Context: an optimization exercise on an open-source flow, tuned for a short achievable clock period and few clock cycles. The choices shown serve that exercise and are no tape-out recipe.
In this exercise RTL edits were held to simulation tests only and were not proved equivalent to the original.
No activity file was given, so power comes from the tool's default toggle rates.

--- flow/constraint.sdc ---
create_clock -name core_clock -period 6.0 [get_ports {clk}]
set_input_delay 1.2000 -clock core_clock [delete_from_list [all_inputs] [get_ports {clk}]]
set_output_delay 1.2000 -clock core_clock [all_outputs]
set_load 0.01 [all_outputs]
--- flow/design.v ---
package cpu_pkg;
  localparam int WORD_W = 32;
  localparam int REG_AW = 5;
  typedef logic [WORD_W-1:0] word_t;
  typedef logic [31:0]       instr_t;
  typedef logic [REG_AW-1:0] reg_addr_t;
  typedef logic [5:0]        opcode_t;
  typedef logic [5:0]        funct_t;
  typedef logic [2:0]        alu_op_t;
  localparam alu_op_t ALU_ADD = 3'd0;
  localparam alu_op_t ALU_SUB = 3'd1;
  localparam alu_op_t ALU_AND = 3'd2;
  localparam alu_op_t ALU_OR  = 3'd3;
  localparam alu_op_t ALU_SLT = 3'd4;
  localparam alu_op_t ALU_LUI = 3'd5;
  localparam opcode_t OP_SPECIAL = 6'b000000;
  localparam opcode_t OP_J       = 6'b000010;
  localparam opcode_t OP_JAL     = 6'b000011;
  localparam opcode_t OP_BEQ     = 6'b000100;
  localparam opcode_t OP_ORI     = 6'b001101;
  localparam opcode_t OP_LUI     = 6'b001111;
  localparam funct_t FN_JR   = 6'b001000;
  localparam funct_t FN_ADDU = 6'b100001;
  localparam funct_t FN_SUBU = 6'b100011;
  localparam funct_t FN_AND  = 6'b100100;
  localparam funct_t FN_OR   = 6'b100101;
  localparam funct_t FN_SLT  = 6'b101010;
  localparam reg_addr_t LINK_REG = 5'd31;
endpackage
`timescale 1ns/1ps
module ks_add #(
  parameter int W    = 32,
  parameter bit CI   = 1'b0,
  parameter bit BINV = 1'b0
) (
  input  logic [W-1:0] a,
  input  logic [W-1:0] b,
  output logic [W-1:0] s,
  output logic         ctop
);
  localparam int L = (W > 16) ? 5 : (W > 8) ? 4 : (W > 4) ? 3 : 2;
  logic [W-1:0] p, g;
  logic [W-1:0] gl [0:L];
  logic [W-1:0] pl [0:L];
  for (genvar i = 0; i < W; i++) begin : pg
    if (BINV) begin : n
      xnor_cell u_p (.a(a[i]), .b(b[i]), .y(p[i]));
      andn_cell u_g (.a(a[i]), .bn(b[i]), .y(g[i]));
    end else begin : t
      xor_cell  u_p (.a(a[i]), .b(b[i]), .y(p[i]));
      and_cell  u_g (.x(a[i]), .y(b[i]), .z(g[i]));
    end
  end
  if (CI) begin : ci1
    or_cell u_g0 (.a(g[0]), .b(p[0]), .y(gl[0][0]));
  end else begin : ci0
    assign gl[0][0] = g[0];
  end
  assign gl[0][W-1:1] = g[W-1:1];
  assign pl[0] = p;
  for (genvar l = 0; l < L; l++) begin : lvl
    localparam int D = 1 << l;
    for (genvar i = 0; i < W; i++) begin : bit_
      if (i >= D) begin : dot
        if (l % 2 == 0) begin : e
          aoi21_cell u_g (.a1(pl[l][i]), .a2(gl[l][i-D]), .b1(gl[l][i]), .y(gl[l+1][i]));
          nand_cell  u_p (.a(pl[l][i]), .b(pl[l][i-D]), .y(pl[l+1][i]));
        end else begin : o
          oai21_cell u_g (.a1(pl[l][i]), .a2(gl[l][i-D]), .b1(gl[l][i]), .y(gl[l+1][i]));
          nor_cell   u_p (.a(pl[l][i]), .b(pl[l][i-D]), .y(pl[l+1][i]));
        end
      end else begin : pass
        not_cell u_g (.a(gl[l][i]), .y(gl[l+1][i]));
        not_cell u_p (.a(pl[l][i]), .y(pl[l+1][i]));
      end
    end
  end
  logic [W-1:0] gt;
  if (L % 2 == 1) begin : inv
    assign gt = ~gl[L];
  end else begin : tru
    assign gt = gl[L];
  end
  assign s    = p ^ {gt[W-2:0], CI};
  assign ctop = gt[W-2];
endmodule
module aoi21_cell (input logic a1, input logic a2, input logic b1, output logic y);
  assign y = ~((a1 & a2) | b1);
endmodule
module oai21_cell (input logic a1, input logic a2, input logic b1, output logic y);
  assign y = ~((a1 | a2) & b1);
endmodule
module andn_cell (input logic a, input logic bn, output logic y);
  assign y = a & ~bn;
endmodule
module or_cell (input logic a, input logic b, output logic y);
  assign y = a | b;
endmodule
module sum_eq #(
  parameter bit ZINV = 1'b0,
  parameter bit CI   = 1'b0
) (
  input  logic [31:0] x,
  input  logic [31:0] z,
  input  logic [31:0] k,
  output logic        eq
);
  logic [31:0] h, need, cout, mis;
  for (genvar i = 0; i < 32; i++) begin : bit_
    if (ZINV) begin : hn
      xnor_cell u_h (.a(x[i]), .b(z[i]), .y(h[i]));
    end else begin : hp
      xor_cell  u_h (.a(x[i]), .b(z[i]), .y(h[i]));
    end
    xor_cell u_n (.a(h[i]), .b(k[i]), .y(need[i]));
    mux_cell u_c (.s(h[i]), .a1(need[i]), .a0(x[i]), .y(cout[i]));
    if (i == 0) begin : b0
      if (CI) begin : c1
        not_cell u_m (.a(need[0]), .y(mis[0]));
      end else begin : c0
        assign mis[0] = need[0];
      end
    end else begin : bn
      xor_cell u_m (.a(need[i]), .b(cout[i-1]), .y(mis[i]));
    end
  end
  nor_tree32 u_t (.d(mis), .none(eq));
endmodule
module nor_tree32 (
  input  logic [31:0] d,
  output logic        none
);
  logic [15:0] l1;
  logic [7:0]  l2;
  logic [3:0]  l3;
  logic [1:0]  l4;
  for (genvar i = 0; i < 16; i++) begin : g1
    nor_cell u (.a(d[2*i]), .b(d[2*i+1]), .y(l1[i]));
  end
  for (genvar i = 0; i < 8; i++) begin : g2
    nand_cell u (.a(l1[2*i]), .b(l1[2*i+1]), .y(l2[i]));
  end
  for (genvar i = 0; i < 4; i++) begin : g3
    nor_cell u (.a(l2[2*i]), .b(l2[2*i+1]), .y(l3[i]));
  end
  for (genvar i = 0; i < 2; i++) begin : g4
    nand_cell u (.a(l3[2*i]), .b(l3[2*i+1]), .y(l4[i]));
  end
  nor_cell u5 (.a(l4[0]), .b(l4[1]), .y(none));
endmodule
module xor_cell (input logic a, input logic b, output logic y);
  assign y = a ^ b;
endmodule
module xnor_cell (input logic a, input logic b, output logic y);
  assign y = ~(a ^ b);
endmodule
module mux_cell (input logic s, input logic a1, input logic a0, output logic y);
  assign y = s ? a1 : a0;
endmodule
module not_cell (input logic a, output logic y);
  assign y = ~a;
endmodule
module nor_cell (input logic a, input logic b, output logic y);
  assign y = ~(a | b);
endmodule
module nand_cell (input logic a, input logic b, output logic y);
  assign y = ~(a & b);
endmodule
module eq32 (
  input  logic [31:0] a,
  input  logic [31:0] b,
  output logic        eq
);
  logic [31:0] mis;
  for (genvar i = 0; i < 32; i++) begin : bit_
    xor_cell u (.a(a[i]), .b(b[i]), .y(mis[i]));
  end
  nor_tree32 u_t (.d(mis), .none(eq));
endmodule
module fwd_sel #(
  parameter bit INV = 1'b0
) (
  input  logic [31:0] sum,
  input  logic [31:0] diff,
  input  logic [31:0] lg,
  input  logic        s_add,
  input  logic        s_sub,
  input  logic        s_log,
  input  logic        lt_e,
  input  logic        s_c1,
  input  logic        s_c0,
  input  logic        c31,
  input  logic [31:0] oth,
  input  logic        s_oth,
  output logic [31:0] y
);
  logic [31:0] v;
  assign v = ({32{s_add}} & sum) | ({32{s_sub}} & diff) | ({32{s_log}} & lg)
           | {31'b0, lt_e | (s_c1 & c31) | (s_c0 & ~c31)} | ({32{s_oth}} & oth);
  assign y = INV ? ~v : v;
endmodule
module br_sel #(
  parameter int W = 30
) (
  input  logic        early_true,
  input  logic        k_add,
  input  logic        eq_add,
  input  logic        k_sub,
  input  logic        eq_sub,
  input  logic        k_fast,
  input  logic        eq_fast,
  input  logic        k_c1,
  input  logic        k_c0,
  input  logic        c31,
  input  logic [W-1:0] t_taken,
  input  logic [W-1:0] t_not,
  output logic [W-1:0] npc
);
  logic cond;
  assign cond = early_true | (k_add & eq_add) | (k_sub & eq_sub) | (k_fast & eq_fast)
              | (k_c1 & c31) | (k_c0 & ~c31);
  assign npc  = cond ? t_taken : t_not;
endmodule
module inc #(
  parameter int W = 30
) (
  input  logic [W-1:0] a,
  output logic [W-1:0] s
);
  localparam int L = (W > 16) ? 5 : (W > 8) ? 4 : (W > 4) ? 3 : 2;
  logic [W-1:0] al [0:L];
  assign al[0] = a;
  for (genvar l = 0; l < L; l++) begin : lvl
    localparam int D = 1 << l;
    for (genvar i = 0; i < W; i++) begin : bit_
      if (i >= D) begin : dot
        and_cell u (.x(al[l][i]), .y(al[l][i-D]), .z(al[l+1][i]));
      end else begin : pass
        assign al[l+1][i] = al[l][i];
      end
    end
  end
  assign s = a ^ {al[L][W-2:0], 1'b1};
endmodule
module and_cell (
  input  logic x,
  input  logic y,
  output logic z
);
  assign z = x & y;
endmodule
module y_sel (
  input  logic [31:0] sum,
  input  logic [31:0] diff,
  input  logic [31:0] lg,
  input  logic        s_add,
  input  logic        s_sub,
  input  logic        s_log,
  input  logic        lt_e,
  input  logic        s_c1,
  input  logic        s_c0,
  input  logic        c31,
  input  logic [31:0] rda,
  input  logic        s_rda,
  input  logic [31:0] rdb,
  input  logic        s_rdb,
  input  logic [31:0] vw,
  input  logic        s_vw,
  output logic [31:0] y
);
  assign y = ({32{s_add}} & sum) | ({32{s_sub}} & diff) | ({32{s_log}} & lg)
           | {31'b0, lt_e | (s_c1 & c31) | (s_c0 & ~c31)}
           | ({32{s_rda}} & rda) | ({32{s_rdb}} & rdb) | ({32{s_vw}} & vw);
endmodule
module rf_read (
  input  logic [4:0]   ra,
  input  logic [991:0] regs_flat,
  output logic [31:0]  rd
);
  logic [3:0]  lo;
  logic [7:0]  hi;
  logic [31:0] sel;
  dec2 u_lo (.a(ra[1:0]), .y(lo));
  dec3 u_hi (.a(ra[4:2]), .y(hi));
  assign sel[0] = 1'b0;
  for (genvar i = 1; i < 32; i++) begin : s
    and_cell u (.x(lo[i % 4]), .y(hi[i / 4]), .z(sel[i]));
  end
  logic [31:0] ent [0:31];
  assign ent[0] = 32'd0;
  for (genvar i = 1; i < 32; i++) begin : e
    assign ent[i] = regs_flat[32*(i-1) +: 32];
  end
  for (genvar b = 0; b < 32; b++) begin : bit_
    logic [15:0] l1;
    logic [3:0]  l2;
    logic [1:0]  l3;
    for (genvar j = 0; j < 16; j++) begin : g1
      aoi22_cell u (.a1(sel[2*j]), .a2(ent[2*j][b]), .b1(sel[2*j+1]), .b2(ent[2*j+1][b]),
                    .y(l1[j]));
    end
    for (genvar j = 0; j < 4; j++) begin : g2
      nand4_cell u (.a(l1[4*j]), .b(l1[4*j+1]), .c(l1[4*j+2]), .d(l1[4*j+3]), .y(l2[j]));
    end
    for (genvar j = 0; j < 2; j++) begin : g3
      nor_cell u (.a(l2[2*j]), .b(l2[2*j+1]), .y(l3[j]));
    end
    nand_cell u4 (.a(l3[0]), .b(l3[1]), .y(rd[b]));
  end
endmodule
module dec2 (input logic [1:0] a, output logic [3:0] y);
  for (genvar i = 0; i < 4; i++) begin : d
    assign y[i] = (a == 2'(i));
  end
endmodule
module dec3 (input logic [2:0] a, output logic [7:0] y);
  for (genvar i = 0; i < 8; i++) begin : d
    assign y[i] = (a == 3'(i));
  end
endmodule
module and3_cell (input logic a, input logic b, input logic c, output logic y);
  assign y = a & b & c;
endmodule
module aoi22_cell (input logic a1, input logic a2, input logic b1, input logic b2,
                   output logic y);
  assign y = ~((a1 & a2) | (b1 & b2));
endmodule
module nand4_cell (input logic a, input logic b, input logic c, input logic d,
                   output logic y);
  assign y = ~(a & b & c & d);
endmodule
`timescale 1ns/1ps
module cpu_top #(
  parameter logic [31:0] RESET_PC = 32'h0000_3000
) (
  input  logic        clk,
  input  logic        rst,
  input  logic [31:0] inst_rdata,
  output logic [31:0] inst_addr,
  output logic        grf_we,
  output logic [4:0]  grf_addr,
  output logic [31:0] grf_wdata,
  output logic [31:0] grf_pc
);
  logic [29:0] pc_f;
  logic        d_valid;
  logic [31:0] ir_d;
  logic [29:0] pc_d;
  logic [31:0] rfa_d, rfb_d;
  logic        he_a_d, he_b_d, hw_a_d, hw_b_d, rseqt_d;
  logic [31:0] y_d;
  logic [29:0] tgt_d;
  logic [31:0] a_e, b_e;
  logic        s_add_e, s_sub_e, s_and_e, s_or_e, s_slt_e;
  logic        we_e;
  logic [4:0]  dst_e;
  logic [29:0] pc_e;
  logic        jr_e;
  logic        we_w;
  logic [4:0]  dst_w;
  logic [31:0] val_w;
  logic [29:0] pc_w;
  logic [31:0] regs [1:31];
  logic [31:0] sum_e, diff_e, fast_e, alu_e;
  logic        sgn_e, s_log_e;
  logic        c31_e, p31_e;
  ks_add #(.W(32), .CI(1'b0)) u_sum  (.a(a_e), .b(b_e),  .s(sum_e),  .ctop());
  ks_add #(.W(32), .CI(1'b1), .BINV(1'b1)) u_diff (.a(a_e), .b(b_e), .s(diff_e), .ctop(c31_e));
  assign p31_e = ~(a_e[31] ^ b_e[31]);
  assign sgn_e   = a_e[31] ^ b_e[31];
  assign s_log_e = s_and_e | s_or_e;
  assign fast_e  = s_and_e ? (a_e & b_e) : (a_e | b_e);
  fwd_sel u_res (.sum(sum_e), .diff(diff_e), .lg(fast_e),
                 .s_add(s_add_e), .s_sub(s_sub_e), .s_log(s_log_e),
                 .lt_e(s_slt_e & sgn_e & a_e[31]), .s_c1(s_slt_e & ~sgn_e & ~p31_e), .s_c0(s_slt_e & ~sgn_e & p31_e), .c31(c31_e),
                 .oth(32'd0), .s_oth(1'b0), .y(alu_e));
  logic [5:0]  op, fn;
  logic [4:0]  rs, rt, rd, dst_d;
  logic [15:0] imm;
  logic        r_add, r_sub, r_and, r_or, r_slt, r_jr;
  logic        i_ori, i_lui, i_beq, i_j, i_jal;
  logic        wnz_d, we_d;
  assign op  = ir_d[31:26];
  assign fn  = ir_d[5:0];
  assign rs  = ir_d[25:21];
  assign rt  = ir_d[20:16];
  assign rd  = ir_d[15:11];
  assign imm = ir_d[15:0];
  assign we_d = d_valid & wnz_d;
  logic [31:0] ea_d, eb_d;
  assign ea_d = hw_a_d ? val_w : rfa_d;
  assign eb_d = hw_b_d ? val_w : rfb_d;
  logic [31:0] a_other, b_other, a_next, b_next;
  logic [29:0] pcp2_d;
  logic        sel_a, sel_b;
  assign pcp2_d = pc_d + 30'd2;
  assign sel_a   = he_a_d & ~(i_lui | i_jal);
  assign sel_b   = he_b_d & ~(i_ori | i_lui | i_jal);
  assign a_other = i_lui ? {imm, 16'h0000} : i_jal ? {pcp2_d, 2'b00} : ea_d;
  assign b_other = i_ori ? {16'h0000, imm} : (i_lui | i_jal) ? 32'd0 : eb_d;
  fwd_sel u_fa (.sum(sum_e), .diff(diff_e), .lg(fast_e),
                .s_add(sel_a & s_add_e), .s_sub(sel_a & s_sub_e), .s_log(sel_a & s_log_e),
                .lt_e(sel_a & s_slt_e & sgn_e & a_e[31]), .s_c1(sel_a & s_slt_e & ~sgn_e & ~p31_e), .s_c0(sel_a & s_slt_e & ~sgn_e & p31_e), .c31(c31_e),
                .oth(a_other), .s_oth(~sel_a), .y(a_next));
  fwd_sel u_fb (.sum(sum_e), .diff(diff_e), .lg(fast_e),
                .s_add(sel_b & s_add_e), .s_sub(sel_b & s_sub_e), .s_log(sel_b & s_log_e),
                .lt_e(sel_b & s_slt_e & sgn_e & a_e[31]), .s_c1(sel_b & s_slt_e & ~sgn_e & ~p31_e), .s_c0(sel_b & s_slt_e & ~sgn_e & p31_e), .c31(c31_e),
                .oth(b_other), .s_oth(~sel_b), .y(b_next));
  logic        eq_ab;
  logic        khit, y_hi0, eq_add, eq_sub, eq_fast, early_true;
  logic        k_add, k_sub, k_fast, k_d1, k_d0, k_c1, k_c0;
  assign khit  = he_a_d | he_b_d;
  logic eq_rr, eq_wb, eq_aw;
  eq32 u_eqrr (.a(rfa_d), .b(rfb_d), .eq(eq_rr));
  eq32 u_eqwb (.a(val_w), .b(rfb_d), .eq(eq_wb));
  eq32 u_eqaw (.a(rfa_d), .b(val_w), .eq(eq_aw));
  assign eq_ab = (hw_a_d & hw_b_d) | (hw_a_d & ~hw_b_d & eq_wb)
               | (~hw_a_d & hw_b_d & eq_aw) | (~hw_a_d & ~hw_b_d & eq_rr);
  assign y_hi0 = (y_d[31:1] == 31'd0);
  sum_eq #(.ZINV(1'b0), .CI(1'b0)) u_eqa (.x(a_e), .z(b_e), .k(y_d), .eq(eq_add));
  sum_eq #(.ZINV(1'b1), .CI(1'b1)) u_eqs (.x(a_e), .z(b_e), .k(y_d), .eq(eq_sub));
  eq32 u_eqf (.a(fast_e), .b(y_d), .eq(eq_fast));
  assign early_true = rseqt_d
                    | (~khit & eq_ab)
                    | (khit & s_slt_e & y_hi0 & sgn_e & (y_d[0] == a_e[31]));
  assign k_add  = khit & s_add_e;
  assign k_sub  = khit & s_sub_e;
  assign k_fast = khit & s_log_e;
  assign k_d1   = khit & s_slt_e & y_hi0 & ~sgn_e & y_d[0];
  assign k_d0   = khit & s_slt_e & y_hi0 & ~sgn_e & ~y_d[0];
  assign k_c1   = (k_d1 & ~p31_e) | (k_d0 & p31_e);
  assign k_c0   = (k_d1 & p31_e) | (k_d0 & ~p31_e);
  logic [31:0] jr_full;
  logic [29:0] d_target, seq_f, t_taken, t_not, npc;
  logic        d_jmp, d_beq, d_jr, jr_avail, redir_not, redir_taken;
  assign d_jmp     = d_valid & (i_j | i_jal);
  assign d_beq     = d_valid & i_beq;
  assign d_jr      = d_valid & r_jr;
  assign jr_avail  = ~he_a_d | s_log_e;
  assign jr_full   = he_a_d ? fast_e : ea_d;
  assign d_target  = d_jr ? jr_full[31:2] : tgt_d;
  assign redir_not   = d_jmp | (d_jr & jr_avail);
  assign redir_taken = redir_not | d_beq;
  assign t_not   = rst ? RESET_PC[31:2] : jr_e ? a_e[31:2] : redir_not   ? d_target : seq_f;
  assign t_taken = rst ? RESET_PC[31:2] : jr_e ? a_e[31:2] : redir_taken ? d_target : seq_f;
  for (genvar q = 0; q < 30; q += 8) begin : br
    localparam int HI = (q + 7 < 29) ? q + 7 : 29;
    br_sel #(.W(HI - q + 1)) u (.early_true(early_true),
               .k_add(k_add), .eq_add(eq_add), .k_sub(k_sub), .eq_sub(eq_sub),
               .k_fast(k_fast), .eq_fast(eq_fast),
               .k_c1(k_c1), .k_c0(k_c0), .c31(c31_e),
               .t_taken(t_taken[HI:q]), .t_not(t_not[HI:q]), .npc(npc[HI:q]));
  end
  logic [4:0]  ra_f, rb_f;
  logic [31:0] rfa_f, rfb_f;
  logic [29:0] jt_f, bt_f, tgt_f;
  logic        is_j_f;
  assign inst_addr = {pc_f, 2'b00};
  assign ra_f = inst_rdata[25:21];
  assign rb_f = inst_rdata[20:16];
  logic [5:0]  op_f, fn_f;
  logic [4:0]  dst_f;
  logic        special_f;
  logic        r_add_f, r_sub_f, r_and_f, r_or_f, r_slt_f, r_jr_f;
  logic        i_ori_f, i_lui_f, i_beq_f, i_j_f, i_jal_f;
  assign op_f      = inst_rdata[31:26];
  assign fn_f      = inst_rdata[5:0];
  assign special_f = (op_f == 6'h00);
  assign r_add_f   = special_f & (fn_f == 6'h21);
  assign r_sub_f   = special_f & (fn_f == 6'h23);
  assign r_and_f   = special_f & (fn_f == 6'h24);
  assign r_or_f    = special_f & (fn_f == 6'h25);
  assign r_slt_f   = special_f & (fn_f == 6'h2a);
  assign r_jr_f    = special_f & (fn_f == 6'h08);
  assign i_ori_f   = (op_f == 6'h0d);
  assign i_lui_f   = (op_f == 6'h0f);
  assign i_beq_f   = (op_f == 6'h04);
  assign i_j_f     = (op_f == 6'h02);
  assign i_jal_f   = (op_f == 6'h03);
  always_comb begin
    if (r_add_f | r_sub_f | r_and_f | r_or_f | r_slt_f) dst_f = inst_rdata[15:11];
    else if (i_ori_f | i_lui_f)                         dst_f = inst_rdata[20:16];
    else if (i_jal_f)                                   dst_f = 5'd31;
    else                                                dst_f = 5'd0;
  end
  logic         wb_a_f, wb_b_f;
  logic [991:0] regs_flat;
  assign wb_a_f = we_w & (dst_w == ra_f);
  assign wb_b_f = we_w & (dst_w == rb_f);
  for (genvar i = 1; i < 32; i++) begin : rf
    assign regs_flat[32*(i-1) +: 32] = regs[i];
  end
  logic [31:0] rda_f, rdb_f;
  rf_read u_rda (.ra(ra_f), .regs_flat(regs_flat), .rd(rda_f));
  rf_read u_rdb (.ra(rb_f), .regs_flat(regs_flat), .rd(rdb_f));
  assign rfa_f = wb_a_f ? val_w : rda_f;
  assign rfb_f = wb_b_f ? val_w : rdb_f;
  logic        he_a_f, he_b_f, hw_a_f, hw_b_f;
  assign he_a_f = we_d & (dst_d == ra_f);
  assign he_b_f = we_d & (dst_d == rb_f);
  assign hw_a_f = we_e & (dst_e == ra_f);
  assign hw_b_f = we_e & (dst_e == rb_f);
  logic        y_b_f, hw_y_f;
  logic [31:0] y_next;
  assign y_b_f  = he_a_f;
  assign hw_y_f = y_b_f ? hw_b_f : hw_a_f;
  y_sel u_fy (.sum(sum_e), .diff(diff_e), .lg(fast_e),
              .s_add(hw_y_f & s_add_e), .s_sub(hw_y_f & s_sub_e), .s_log(hw_y_f & s_log_e),
              .lt_e(hw_y_f & s_slt_e & sgn_e & a_e[31]),
              .s_c1(hw_y_f & s_slt_e & ~sgn_e & ~p31_e), .s_c0(hw_y_f & s_slt_e & ~sgn_e & p31_e),
              .c31(c31_e),
              .rda(rfa_f), .s_rda(~hw_y_f & ~y_b_f),
              .rdb(rfb_f), .s_rdb(~hw_y_f & y_b_f),
              .vw(val_w), .s_vw(1'b0),
              .y(y_next));
  inc #(.W(30)) u_seq (.a(pc_f), .s(seq_f));
  ks_add #(.W(30), .CI(1'b1)) u_bt (.a(pc_f), .b({{14{inst_rdata[15]}}, inst_rdata[15:0]}),
                                    .s(bt_f), .ctop());
  assign jt_f   = {seq_f[29:26], inst_rdata[25:0]};
  assign is_j_f = (inst_rdata[31:27] == 5'b00001);
  assign tgt_f  = is_j_f ? jt_f : bt_f;
  always_ff @(posedge clk) begin
    if (rst) begin
      d_valid <= 1'b0;
      we_e    <= 1'b0;
      jr_e    <= 1'b0;
      we_w    <= 1'b0;
    end else begin
      d_valid <= ~jr_e;
      we_e    <= we_d;
      jr_e    <= d_jr & ~jr_avail;
      we_w    <= we_e;
    end
  end
  always_ff @(posedge clk) begin
    pc_f    <= npc;
    ir_d    <= inst_rdata;
    r_add   <= r_add_f;
    r_sub   <= r_sub_f;
    r_and   <= r_and_f;
    r_or    <= r_or_f;
    r_slt   <= r_slt_f;
    r_jr    <= r_jr_f;
    i_ori   <= i_ori_f;
    i_lui   <= i_lui_f;
    i_beq   <= i_beq_f;
    i_j     <= i_j_f;
    i_jal   <= i_jal_f;
    dst_d   <= dst_f;
    wnz_d   <= (dst_f != 5'd0);
    pc_d    <= pc_f;
    rfa_d   <= rfa_f;
    rfb_d   <= rfb_f;
    he_a_d  <= he_a_f;
    he_b_d  <= he_b_f;
    hw_a_d  <= hw_a_f;
    hw_b_d  <= hw_b_f;
    y_d     <= y_next;
    rseqt_d <= (ra_f == rb_f);
    tgt_d   <= tgt_f;
    a_e     <= a_next;
    b_e     <= b_next;
    s_add_e <= r_add;
    s_sub_e <= r_sub;
    s_and_e <= r_and;
    s_or_e  <= r_or | i_ori | i_lui | i_jal;
    s_slt_e <= r_slt;
    dst_e   <= dst_d;
    pc_e    <= pc_d;
    dst_w   <= dst_e;
    val_w   <= alu_e;
    pc_w    <= pc_e;
  end
  always_ff @(posedge clk) begin
    if (rst) begin
      for (int i = 1; i < 32; i++) regs[i] <= 32'd0;
    end else if (we_w) begin
      regs[dst_w] <= val_w;
    end
  end
  logic [4:0]  gaddr_w;
  logic [31:0] gdata_w;
  always_ff @(posedge clk) begin
    if (we_e) begin
      gaddr_w <= dst_e;
      gdata_w <= alu_e;
    end
  end
  assign grf_we    = we_w;
  assign grf_addr  = gaddr_w;
  assign grf_wdata = gdata_w;
  assign grf_pc    = {pc_w, 2'b00};
endmodule
--- flow/standard.sh ---
#!/bin/bash
# synth_recipe.tcl (not shown) runs the flow's synth.tcl, then flattens the netlist and writes it again
# the make line also repeats each setting of config.mk as NAME=value (left out here)
make -C /OpenROAD-flow-scripts/flow DESIGN_CONFIG=/design/flow/config.mk WORK_HOME=/design/flow/orfs CLKGATE_MAP_FILE= SYNTH_SCRIPT=/design/flow/synth_recipe.tcl "${@:-finish}"
--- flow/flow/run.sh ---
#!/bin/bash
# The standard layout, with the input and output port buffers made from
# buf_6 cells instead of the default choice (a slow delay buffer).
set -euo pipefail
bash standard.sh BUFFER_PORTS_ARGS="-buffer_cell sky130_fd_sc_hd__buf_6" finish > standard.log 2>&1
--- flow/config.mk ---
export PLATFORM = sky130hd
export DESIGN_NAME = cpu_top
export DESIGN_NICKNAME = cpu_top
export VERILOG_FILES = /design/flow/design.v
export SDC_FILE = /design/flow/constraint.sdc
export NUM_CORES = 4
export LEC_CHECK = 0
export CAP_MARGIN = 20
export CORE_MARGIN = 2
export CORE_UTILIZATION = 50
export CTS_CLUSTER_DIAMETER = 400
export CTS_CLUSTER_SIZE = 16
export SETUP_SLACK_MARGIN = 3.2
export SLEW_MARGIN = 20
export SYNTH_HIERARCHICAL = 1
export SYNTH_MINIMUM_KEEP_SIZE = 0
==> notes.md <==
[worst reg2reg max path, delay by kind of cell, from the launching register on]
kind	cells	cell delay [ns]
simple gates	3	1.10
mux	1	0.48
xor+xnor	1	0.15
flops	1	0.79
compound gates	1	0.38
[worst max-delay path by stage]
stage,startpoint,to,slack [ns],cells after the start
floorplan,inst_rdata[21],y_d[0],3.04,10
global placement,inst_rdata[16],y_d[29],1.71,10
detailed placement,rst,regs[27][20],1.74,6
CTS,we_w,regs[29][23],3.00,6
global route,inst_rdata[19],y_d[16],2.75,11
finish,inst_rdata[19],y_d[16],2.61,11
[repair_timing]
| item | in CTS | in global routing |
|---|---|---|
| buffers inserted | 277 | 199 |
| hold buffers | 0 | 0 |
| gates cloned | 145 | 9 |
| setup endpoints to repair | 1066 | 566 |
| hold endpoints to repair | 0 | 0 |
| pin swaps | 300 | 185 |
| gates resized for setup | 911 | 317 |
[metrics by stage]
stage / area (µm²) / utilization / total power [mW] / hold WS (ns)
floorplan: 84800 / - / 15.6 / 0.310
global placement: 88300 / 0.529 / 18.2 / 0.310
detailed placement: 88400 / 0.530 / 18.3 / 0.313
CTS: 98600 / 0.591 / 26.0 / 0.328
global route: 102000 / 0.613 / 27.6 / 0.331
finish: 102000 / 0.613 / 27.4 / 0.326
[area by class of cell]
type / instances / area [µm²] / share of cell area
Timing Repair inverter: 1 / 7.51 / 0.0000734
Clock buffer: 126 / 2620 / 0.0256
Multi-Input combinational cell: 5918 / 49300 / 0.482
Sequential cell: 1428 / 39300 / 0.384
Clock inverter: 6 / 115 / 0.00112
Inverter: 120 / 468 / 0.00457
Tap cell: 2204 / 2760 / 0.0269
Timing Repair Buffer: 701 / 7700 / 0.0752
Antenna cell: 24 / 60.1 / 0.000587
[state kept, by name, indices dropped and copies added (netlist names), 5 cells and up]
register and count:
gaddr_w 5, dst_w 5, rfb_d 32, a_e 32
y_d 32, regs 992, b_e 32, dst_d 5
gdata_w 32, pc_w 30, pc_d 30, ir_d 16
val_w 32, tgt_d 30, rfa_d 32, pc_e 30
dst_e 5, pc_f 30
[routing by layer]
| layer | global-route usage | share of wire |
|---|---|---|
| met1 | 0.611 | 0.37 |
| met2 | 0.646 | 0.39 |
| met3 | 0.199 | 0.16 |
| met4 | 0.299 | 0.083 |
| met5 | 0.0133 | 0.0015 |
[cells in the final DEF (no fill, tap or decap), drive strengths merged, types with 175 or more instances in the layout]
cell,instances
dfxtp,399
mux2,189
xnor2,175
and2,1350
nand2,467
buf,692
edfxtp,1029
xor2,413
nor2,545
a21oi,277
o21ai,184
nand4,269
a22oi,1309
conb,178
[power groups by stage]
stage	registers, mW	logic [mW]	clock network (mW)
after detailed placement	12.3	6.03	0
after global routing	12.2	8.44	7.06
after CTS	12.1	7.17	6.73
after global placement	12.3	5.96	0
after floorplan	11.7	3.84	0
final	12.2	8.40	6.80
==> flow_summary.ini <==
[min_path]
hold_path_end = pc_w[23]
holdPathStages = 0
hold_path.class = reg2reg
min_from = pc_e[23]

[timing]
setup_violations = 0
setup_slack_ns = 2.61
max_freq_mhz = 295
relSlewSlack = 0.112
period_share = 0.564
finalClockSkew_ns = 0.0392
finalHoldViolations = 0
tightestPinTransition_ns = 1.32
fin_setup_tns_ns = 0
timing.final.crit_period_ns = 3.39
grt_setup_unrepaired = true
slew_viol_final = 0

[finish]
drive_gt1_frac = 0.388
layout.cells.non_filler = 10500
fillCellCount = 13400
synthToLayoutAreaGrowth_pct = 22.1
nNetsFinal = 8306

[worst_setup_path]
cp_slowest_cell = nand4_1
path_class = in2reg
r2r_setup_slack_ns = 2.96
max_stage_delay_ns = 0.72
timing.rr.end = y_d[6]
worstPathCellList = buf_16 > buf_6 > and3b_2 > and2_4 > a22oi_2 > nand4_1 > nor2_4 > nand2_2 > mux2_4 > a22oi_2 > nand3_1
cp_top_family = simple AND/OR/NAND/NOR gates
worstPathMaxFanout = 6
crit_path_end_kind = register
startpoint_type = input port
critPathBufInv = 2
r2r-start = dst_w[3]
cp.required_ns = 6.67
worst-endpoint-arrival_ns = 4.06
r2r_cells = 6
crit_top_cell = a22oi_2

[die]
die_area_um2 = 171000
die_h_um = 413
initial_core_util = 0.502
core_um2 = 167000
rows = 150
die_w_um = 413
ios = 136

[grt]
grt_pass1_vias = 67600
grt_max_degree = 63
antenna_found_initial = 34
grt-ovfl-total = 0
grtUsageTotal = 0.473
grt_pass1_wl_mm = 556

[synth]
yosysWarnings = 28
avgSynthCellArea_um2 = 11.2
netlist_area_um2 = 83800
syn_inst = 7489

[detailed_routing]
dr.pass1.iters = 10
drc = 0
drtIter0Drc = 12600
routedWlPerCell_um = 39.9
wl_mm = 420
final_antenna_net_count = 0
viasPerCell = 6.99
vias = 73600

[status]
status = complete, no violations

[cts]
htree_levels = 3
clk-insertion-delay-late_ns = 0.81
cts.sinks = 1428
cts_tree = done
cts_root_buf = clkbuf_16
clockBufferDepth = 3
cts-buffers-inserted = 99
clk_pin_slew_ns = 0.08

[power]
switching_share = 0.373
seqPwrFrac = 0.444
peakVddDrop_v = 0.000267
p_comb_frac = 0.307
clkPwrFrac = 0.249
p_sw_mw = 10.2
powerDensity_nw_per_um2 = 267
p_int_mw = 17.2
leakagePower_nw = 36.5

[place]
gp_congestion = 1.10
placement.io_buffers = 131
dp_hpwl_mm = 240
place_ws_ns = 1.74
placedCellCount = 9742

[job]
drv_cap = 0
Testbench counts, summed over its fixed seeds: cycles 11,856.

-- separate check: timing with driven ports --
The flow's constraints put no driver on any port. The routed layout listed below was extracted and timed again, unchanged, in two steps.
Step 1 assumes that a clkbuf_16 drives the clock port and a buf_2 every other input.
Step 2 moves the port delays by t, midway between the first and last clock arrival at a register: inputs arrive t later, outputs are due t later. That takes back most of the time a late clock gives input paths.
Three values: ideal ports, drivers, drivers and shift; two values: the first two.
t, ns: 0.872
setup slack, ns: 2.613 / 2.459 / 1.587
worst setup path at the end: input to register
pins driven straight from the clock port: 1
After both steps setup and hold are still met in this run. The setup slack of this run moves by -0.154 ns with the drivers and by -1.026 ns with both steps.
